Source: an optimization exercise on an open RTL-to-GDS flow (aim: small area, a short achievable clock period and few clock cycles). Production flows keep margins and buffers that such runs may drop.
The RTL was checked by simulation tests, not by an equivalence proof against the original design.
Power and IR drop assume default switching activity.

// nnAccelerator
module nnAccelerator (
	input  logic                 CLOCK1_50,
	input  logic                 resetHidden,
	input  logic                 busWrite,
	input  logic [2:0]           busSel,
	input  logic [1:0]           busNeuron,
	input  logic [8-1:0]   busAddr,
	input  logic [32-1:0]  busWriteData,
	output logic [32-1:0]  busReadData
);
For scale: about 2300 flip-flops, ~80 I/O pins, roughly 110000 sq um of cells after synthesis.
==> flow/config.mk <==
export PLATFORM = sky130hd
export DESIGN_NAME = nnAccelerator
export DESIGN_NICKNAME = nnAccelerator
export VERILOG_FILES = /design/flow/design.v
export SDC_FILE = /design/flow/constraint.sdc
export NUM_CORES = 4
export LEC_CHECK = 0
export CAP_MARGIN = 10
export CORE_MARGIN = 2
export CORE_UTILIZATION = 60
export CTS_CLUSTER_DIAMETER = 100
export CTS_CLUSTER_SIZE = 24
export SLEW_MARGIN = 10
==> flow/constraint.sdc <==
create_clock -name core_clock -period 10.0 [get_ports {CLOCK1_50}]
set_input_delay 2.0000 -clock core_clock [delete_from_list [all_inputs] [get_ports {CLOCK1_50}]]
set_output_delay 2.0000 -clock core_clock [all_outputs]
set_load 0.01 [all_outputs]
standard.sh (not shown) runs the stock make flow with config.mk's settings and CLKGATE_MAP_FILE= SYNTH_SCRIPT=/design/flow/synth_recipe.tcl, a recipe that flattens the netlist after the stock synthesis.
==> flow/flow/run.sh <==
#!/bin/bash
# Standard layout, with timing repair aiming below the clock period by
# SETUP_SLACK_MARGIN (the clock period and constraints are unchanged).
set -euo pipefail
bash standard.sh SETUP_SLACK_MARGIN=6.3 finish > make_finish.log 2>&1
The starting point passed the timing, DRC and antenna checks.
Testbench counts at the start, summed over its fixed seeds: cycles 1,856.
Rerun with:
- CAP_MARGIN: 10 -> 20
- CTS_CLUSTER_DIAMETER: 100 -> default
- CTS_CLUSTER_SIZE: 24 -> default
- SLEW_MARGIN: 10 -> 20
- TNS_END_PERCENT: default -> 0
After rerunning: The changed run produced a clean layout. Cell area came out higher by 1.2%. Maximum frequency falls by 6.1%. Setup slack degrades by 0.24 ns. Worst hold slack loses 0.015 ns.


Starting RTL as in the previous note.
==> flow/config.mk <==
export PLATFORM = sky130hd
export DESIGN_NAME = nnAccelerator
export DESIGN_NICKNAME = nnAccelerator
export VERILOG_FILES = /design/flow/design.v
export SDC_FILE = /design/flow/constraint.sdc
export NUM_CORES = 4
export LEC_CHECK = 0
export CAP_MARGIN = 20
export CORE_MARGIN = 2
export CORE_UTILIZATION = 60
export CTS_CLUSTER_DIAMETER = 100
export CTS_CLUSTER_SIZE = 24
export SLEW_MARGIN = 20
==> flow/constraint.sdc <==
create_clock -name core_clock -period 10.0 [get_ports {CLOCK1_50}]
set_input_delay 2.0000 -clock core_clock [delete_from_list [all_inputs] [get_ports {CLOCK1_50}]]
set_output_delay 2.0000 -clock core_clock [all_outputs]
set_load 0.01 [all_outputs]
Scripts as last shown in full above: flow/flow/run.sh
Testbench counts at the start, summed over its fixed seeds: cycles 1,856.
Next try:
- CORE_UTILIZATION: 60 -> 40
- CTS_CLUSTER_DIAMETER: 100 -> default
- CTS_CLUSTER_SIZE: 24 -> default
Effect: The changed run ran to the end with no violations; maximum frequency goes down by 2.7%; routed wire length climbs by 1.6%; sequential share of layout area goes down by 2.6 points; count of clock-buffer cells in the layout goes up by 127; clock power grows by 76%; final area went up by 5.2%; sequential power stays flat.
Next try:
- CORE_UTILIZATION: 40 -> 60
- CTS_BUF_LIST: default -> sky130_fd_sc_hd__clkbuf_8
- CTS_CLUSTER_SIZE: default -> 16
The new run completed with no timing, DRC or antenna violations.
Worst hold slack gets worse by 0.022 ns.
Total power is lower by about 2.5%.
Final area drops by 2.2%.
Core utilization increases by 22 points.
Next try:
- CORE_UTILIZATION: 60 -> 70
- CTS_BUF_LIST: sky130_fd_sc_hd__clkbuf_8 -> default
- CTS_CLUSTER_SIZE: 16 -> default
Outcome: Clock power increases by about 8%. Register-to-register slack improved by 0.02 ns. Cell count decreases by 4.9%. Wire length decreases by about 3%. Clock skew increases by 0.0037 ns. Combinational power increases by about 3%. Final area increases by 0.35%. Sequential power is about the same. Die area decreases by 14%. Setup slack got worse by 0.0031 ns.
Next try:
- ABC_AREA: default -> 1
- CORE_UTILIZATION: 70 -> 60
- CTS_CLUSTER_DIAMETER: default -> 100
- CTS_CLUSTER_SIZE: default -> 24
Global-route usage drops by 3.3 points.
Hold slack loses 0.034 ns.
Sequential power barely changes.
Wire length climbs by 12%.
Clock-buffer cell count drops by 120.
Synthesized cell count climbs by 29%.
First-iteration DRC count drops by 9.9%.
Combinational power climbs by about 7%.
Fmax climbs by 0.53%.
Register-to-register slack hardly moves.
Design area climbs by 1.4%.


Setup of tundra:
Starting RTL as in the previous note.
==> flow/config.mk <==
export PLATFORM = sky130hd
export DESIGN_NAME = nnAccelerator
export DESIGN_NICKNAME = nnAccelerator
export VERILOG_FILES = /design/flow/design.v
export SDC_FILE = /design/flow/constraint.sdc
export NUM_CORES = 4
export LEC_CHECK = 0
export CAP_MARGIN = 20
export CORE_MARGIN = 2
export CORE_UTILIZATION = 60
export SLEW_MARGIN = 20
==> flow/constraint.sdc <==
create_clock -name core_clock -period 10.0 [get_ports {CLOCK1_50}]
set_input_delay 2.0000 -clock core_clock [delete_from_list [all_inputs] [get_ports {CLOCK1_50}]]
set_output_delay 2.0000 -clock core_clock [all_outputs]
set_load 0.01 [all_outputs]
==> flow/flow/run.sh <==
#!/bin/bash
# Standard layout, with timing repair aiming below the clock period by
# SETUP_SLACK_MARGIN (the clock period and constraints are unchanged).
set -euo pipefail
bash standard.sh SETUP_SLACK_MARGIN=6.6 finish > make_finish.log 2>&1
tundra completed end to end with timing, DRC and antenna clean.
Testbench counts of tundra, summed over its fixed seeds: cycles 1,856.
Inputs modified between tundra and juniper:
==> flow/flow/run.sh <==
#!/bin/bash
# Standard layout, with timing repair aiming below the clock period by
# SETUP_SLACK_MARGIN (the clock period and constraints are unchanged).
set -euo pipefail
bash standard.sh SETUP_SLACK_MARGIN=6.0 finish > make_finish.log 2>&1
The count of unique library cells instantiated by Yosys was comparable across juniper and tundra. In juniper, the combinational share of power came out 4.4 points below the value in tundra. Comparing juniper and tundra, the higher actual slew at the worst max-slew pin was measured on juniper. As far as post-route setup TNS goes, juniper and tundra are indistinguishable; the numbers are identical. Summary — post-layout total power, juniper relative to tundra: lower, by 7.8%. juniper vs tundra — synthesis-to-layout area growth dropped 8.0 points.
### juniper -> nickel
Settings: CTS_CLUSTER_DIAMETER: unset -> 150; CTS_CLUSTER_SIZE: unset -> 24.
==> flow/flow/run.sh <==
#!/bin/bash
# Standard layout, with timing repair aiming below the clock period by
# SETUP_SLACK_MARGIN (the clock period and constraints are unchanged).
set -euo pipefail
bash standard.sh SETUP_SLACK_MARGIN=6.3 finish > make_finish.log 2>&1
==> comparison <==
Summary of nickel over juniper: fraction of area in clock buffers and inverters saw a decrease, global-route usage saw an increase, total clock network power saw a decrease.
nickel against juniper: final area shrank by about 1.6%; number of buffers created by CTS now smaller; total via count after detailed routing increased by 0.98% relative to the old numbers; number of inserted diodes increased 8.
--- input diff nickel..quartz ---
Settings: CTS_CLUSTER_SIZE: 24 -> unset; CTS_CLUSTER_DIAMETER: 150 -> unset.
--- outcome ---
quartz vs. nickel: depth of the worst register-to-register path went down by 2.
Of quartz and nickel, the run reporting the higher number of non-filler instances in the completed layout was quartz.
The number of global-route vias before repair of quartz exceeds that of nickel by 1535.
Looking at post-route clock period utilization, quartz sits 0.27 points higher than nickel does.
Clock-pin slew reported for the worst setup and hold paths after clock tree synthesis: quartz vs nickel down 0.05 ns
Delta (quartz minus nickel): number of detailed-route iterations in the first pass moved down; number of filler instances in the final layout went down; total power after layout higher; signal arrival time at the worst endpoint increased by 0.13 ns relative to the old numbers.
quartz vs nickel: count of non-CTS buffers in the layout down slightly
quartz gives more clock power than nickel did.


oak:
Another version of the RTL of nnAccelerator (not shown whole).
For scale: roughly 8,800 cells after synthesis, ~80 I/O pins, about 110,000 µm² of cells after synthesis.
export LEC_CHECK = 0
export CAP_MARGIN = 20
export CORE_MARGIN = 2
export CORE_UTILIZATION = 40
export SLEW_MARGIN = 20
create_clock -name core_clock -period 10.0 [get_ports {CLOCK1_50}]
run.sh (not shown) runs the stock make flow with config.mk's settings and CLKGATE_MAP_FILE= SYNTH_SCRIPT=/design/flow/synth_recipe.tcl, a recipe that flattens the netlist after the stock synthesis.
Stock flow here: none of the scripts above is used.
In summary, oak completed successfully, with a layout that passed the timing, DRC and antenna checks.
Testbench counts of oak, summed over its fixed seeds: cycles 1,856.
[inputs] pine vs oak
- SETUP_SLACK_MARGIN now 5, previously not set
pine: all stages complete, timing, DRC and antenna checks passed. Higher share of total power in the clock network was reported by oak, not pine. As far as number of register bits inferred by synthesis goes, oak and pine are indistinguishable; the numbers are identical. pine vs oak: routed wire length up in pine. pine vs oak — wire length of the first global-routing pass climbed slightly. [pine vs oak] final non-filler cell area: higher in pine.


zinc:
nnAccelerator with an RTL version that a note above also has.
For scale: about 8,100 cells after synthesis, roughly 2,300 flip-flops, roughly 80 I/O pins, about 0.11 mm2 of cells after synthesis.
make LEC_CHECK=0 CAP_MARGIN=20 CORE_MARGIN=2 CORE_UTILIZATION=60 CTS_CLUSTER_DIAMETER=100 CTS_CLUSTER_SIZE=24 SETUP_SLACK_MARGIN=5 SLEW_MARGIN=20 finish   # period 10.0 ns
zinc finished every stage and its layout cleared the timing, DRC and antenna checks.
Testbench counts of zinc, summed over its fixed seeds: cycles 1,856.
[inputs] xenon vs zinc
# zinc
export LEC_CHECK = 0
export CAP_MARGIN = 20
export CORE_MARGIN = 2
export CORE_UTILIZATION = 60
export CTS_CLUSTER_DIAMETER = 100
export CTS_CLUSTER_SIZE = 24
export SETUP_SLACK_MARGIN = 5
export SLEW_MARGIN = 20
create_clock -name core_clock -period 10.0 [get_ports {CLOCK1_50}]
# xenon
export LEC_CHECK = 0
export CAP_MARGIN = 20
export CORE_MARGIN = 2
export CORE_UTILIZATION = 60
export CTS_CLUSTER_DIAMETER = 100
export CTS_CLUSTER_SIZE = 24
export PLACE_DENSITY = 0.75
export SLEW_MARGIN = 20
create_clock -name core_clock -period 10.0 [get_ports {CLOCK1_50}]
==> flow/flow/run.sh (new file) <==
#!/bin/bash
# Standard layout, with timing repair aiming below the clock period by
# SETUP_SLACK_MARGIN (the clock period and constraints are unchanged).
set -euo pipefail
bash standard.sh SETUP_SLACK_MARGIN=6.3 finish > make_finish.log 2>&1
==> flow/standard.sh (new file) <==
#!/bin/bash
# synth_recipe.tcl (not shown) runs the flow's synth.tcl, then flattens the netlist and writes it again
# the make line also repeats each setting of config.mk as NAME=value (left out here)
make -C /OpenROAD-flow-scripts/flow DESIGN_CONFIG=/design/flow/config.mk WORK_HOME=/design/flow/orfs CLKGATE_MAP_FILE= SYNTH_SCRIPT=/design/flow/synth_recipe.tcl "${@:-finish}"
removed: flow/run.sh
==> comparison <==
- xenon did not stop at any stage, and its layout met the timing, DRC and antenna checks.
- xenon vs zinc: initial detailed-routing violation count up by more than 10%
- A launching instance or port of the critical path of busAddr[0] is what zinc shows, while busNeuron[1] belongs to xenon.
- Cmp xenon and zinc / relative contribution of combinational cells to total power / higher: xenon
- Relative to zinc, share of final-layout standard cells stronger than drive strength 1 increased by 5.0 points in xenon.
- Compared with zinc, xenon shows total CTS buffers that has gone down slightly.


nnAccelerator with an RTL version that a note above also has.
For scale: roughly 2200 flip-flops, ~110000 um2 of cells after synthesis.
## nnAccelerator
module nnAccelerator (
	input  logic                 CLOCK1_50,
	input  logic                 resetHidden,
	input  logic                 busWrite,
	input  logic [2:0]           busSel,
	input  logic [1:0]           busNeuron,
	input  logic [8-1:0]   busAddr,
	input  logic [32-1:0]  busWriteData,
	output logic [32-1:0]  busReadData
);
	logic [15:0] xMem [16];
	logic [15:0] w1Mem [64];
	logic [15:0] hMem [4];
	logic [15:0] w2Mem [12];
	logic [15:0] wd;
	logic inRange16;
	logic inRange4;
	logic wrX;
	logic wrW1;
	logic wrH;
	logic wrW2;
	assign wd = busWriteData[15:0];
	assign inRange16 = busAddr < 8'd16;
	assign inRange4 = busAddr < 8'd4;
	assign wrX = busWrite && busSel == 3'd0 && inRange16;
	assign wrW1 = busWrite && busSel == 3'd1 && inRange16;
	assign wrH = busWrite && busSel == 3'd2 && inRange4;
	assign wrW2 = busWrite && busSel == 3'd3 && inRange4 && busNeuron != 2'd3;
	always_ff @(posedge CLOCK1_50) begin
		for (int k = 0; k < 16; k++)
			if (wrX && busAddr[3:0] == 4'(k))
				xMem[k] <= wd;
		for (int k = 0; k < 64; k++)
			if (wrW1 && {busNeuron, busAddr[3:0]} == 6'(k))
				w1Mem[k] <= wd;
		for (int k = 0; k < 4; k++)
			if (wrH && busAddr[1:0] == 2'(k))
				hMem[k] <= wd;
		for (int k = 0; k < 12; k++)
			if (wrW2 && {busNeuron, busAddr[1:0]} == 4'(k))
				w2Mem[k] <= wd;
	end
	logic clrH;
	logic stH;
	logic clrO;
	logic stO;
  ...
clock: 10.0 ns
lec_check: 0
abc_clock_period_in_ps: 3500
cap_margin: 20
core_margin: 2
core_utilization: 40
setup_slack_margin: 5
slew_margin: 20
Stock flow here: none of the scripts above is used.
The baseline ran to the end with no violations.
Testbench counts at the start, summed over its fixed seeds: cycles 1,856.
Edit:
==> flow/flow/run.sh (new file) <==
#!/bin/bash
# Standard layout, with timing repair aiming below the clock period by
# SETUP_SLACK_MARGIN (the clock period and constraints are unchanged).
set -euo pipefail
bash standard.sh SETUP_SLACK_MARGIN=6.3 finish > make_finish.log 2>&1
==> flow/standard.sh (new file) <==
#!/bin/bash
# synth_recipe.tcl (not shown) runs the flow's synth.tcl, then flattens the netlist and writes it again
# the make line also repeats each setting of config.mk as NAME=value (left out here)
make -C /OpenROAD-flow-scripts/flow DESIGN_CONFIG=/design/flow/config.mk WORK_HOME=/design/flow/orfs CLKGATE_MAP_FILE= SYNTH_SCRIPT=/design/flow/synth_recipe.tcl "${@:-finish}"
--- a/flow/config.mk
+++ b/flow/config.mk
@@ -7,3 +7,2 @@
 export LEC_CHECK = 0
-export ABC_CLOCK_PERIOD_IN_PS = 3500
 export CAP_MARGIN = 20
@@ -11,3 +10,2 @@
 export CORE_UTILIZATION = 40
-export SETUP_SLACK_MARGIN = 5
 export SLEW_MARGIN = 20
removed: flow/run.sh
=> The changed run went through all stages and came out clean; final area came out higher by roughly a tenth; setup slack is better by 0.48 ns; count of clock-buffer cells in the layout increases by 19; global-route usage increases by 1.7 points; first-iteration DRC count rises by roughly a tenth; routed wire length goes up by roughly a tenth; utilization is higher by 4.6 points; synthesized area is unchanged.

port drivers added, routing unchanged:
The flow's constraints put no driver on any port. The routed layouts listed below were extracted and timed again, unchanged, in two steps.
Step 1, drivers: a clkbuf_16 drives CLOCK1_50 and a buf_2 each remaining input, both assumed.
Step 2, shift: input delay + t, output delay - t, t = (earliest + latest rising clock arrival at the registers) / 2. This alone moves slack from input paths to output paths.
Slacks: no drivers / after step 1 / after step 2; pairs: no drivers / after step 1.
run | t, ns | setup WS [ns] | worst setup path after step 2 | clock arrival spread, ns | pins driven straight from the clock port
the first run of note 1 | 0.916 | 6.279 / 6.168 / 5.252 | input to register | 0.054 / 0.054 | 1
the second run of note 1 | 0.948 | 6.037 / 6.037 / 5.106 | input to register | 0.095 / 0.095 | 1
the first run of note 2 | 0.914 | 6.260 / 6.188 / 5.274 | input to register | 0.078 / 0.078 | 1
the second run of note 2 | 0.998 | 6.157 / 6.076 / 5.078 | input to register | 0.126 / 0.126 | 1
the third run of note 2 | 1.164 | 6.202 / 6.202 / 5.121 | input to register | 0.103 / 0.103 | 1
the fourth run of note 2 | 0.962 | 6.199 / 6.131 / 5.170 | input to register | 0.106 / 0.105 | 1
the fifth run of note 2 | 0.903 | 6.219 / 6.225 / 5.382 | input to register | 0.113 / 0.114 | 1
tundra | 0.979 | 6.180 / 6.180 / 5.215 | input to register | 0.064 / 0.064 | 1
juniper | 0.954 | 5.925 / 5.925 / 5.101 | input to register | 0.105 / 0.105 | 1
nickel | 0.907 | 6.284 / 6.218 / 5.311 | input to register | 0.040 / 0.039 | 1
quartz | 0.968 | 6.257 / 6.194 / 5.226 | input to register | 0.084 / 0.085 | 1
oak | 0.972 | 4.048 / 4.060 / 3.151 | input to register | 0.128 / 0.128 | 1
pine | 0.970 | 4.937 / 4.982 / 4.012 | input to register | 0.126 / 0.125 | 1
zinc | 0.899 | 4.945 / 5.002 / 4.103 | input to register | 0.054 / 0.054 | 1
xenon | 0.903 | 6.184 / 6.106 / 5.204 | input to register | 0.069 / 0.069 | 1
the first run of note 6 | 0.970 | 4.937 / 4.982 / 4.012 | input to register | 0.126 / 0.125 | 1
the second run of note 6 | 0.982 | 5.414 / 5.414 / 4.893 | input to register | 0.126 / 0.125 | 1
After both steps setup and hold are still met in every run listed. The setup slack of the third run of note 2, which loses most, moves by 0.000 ns with the drivers and by -1.081 ns with both steps.
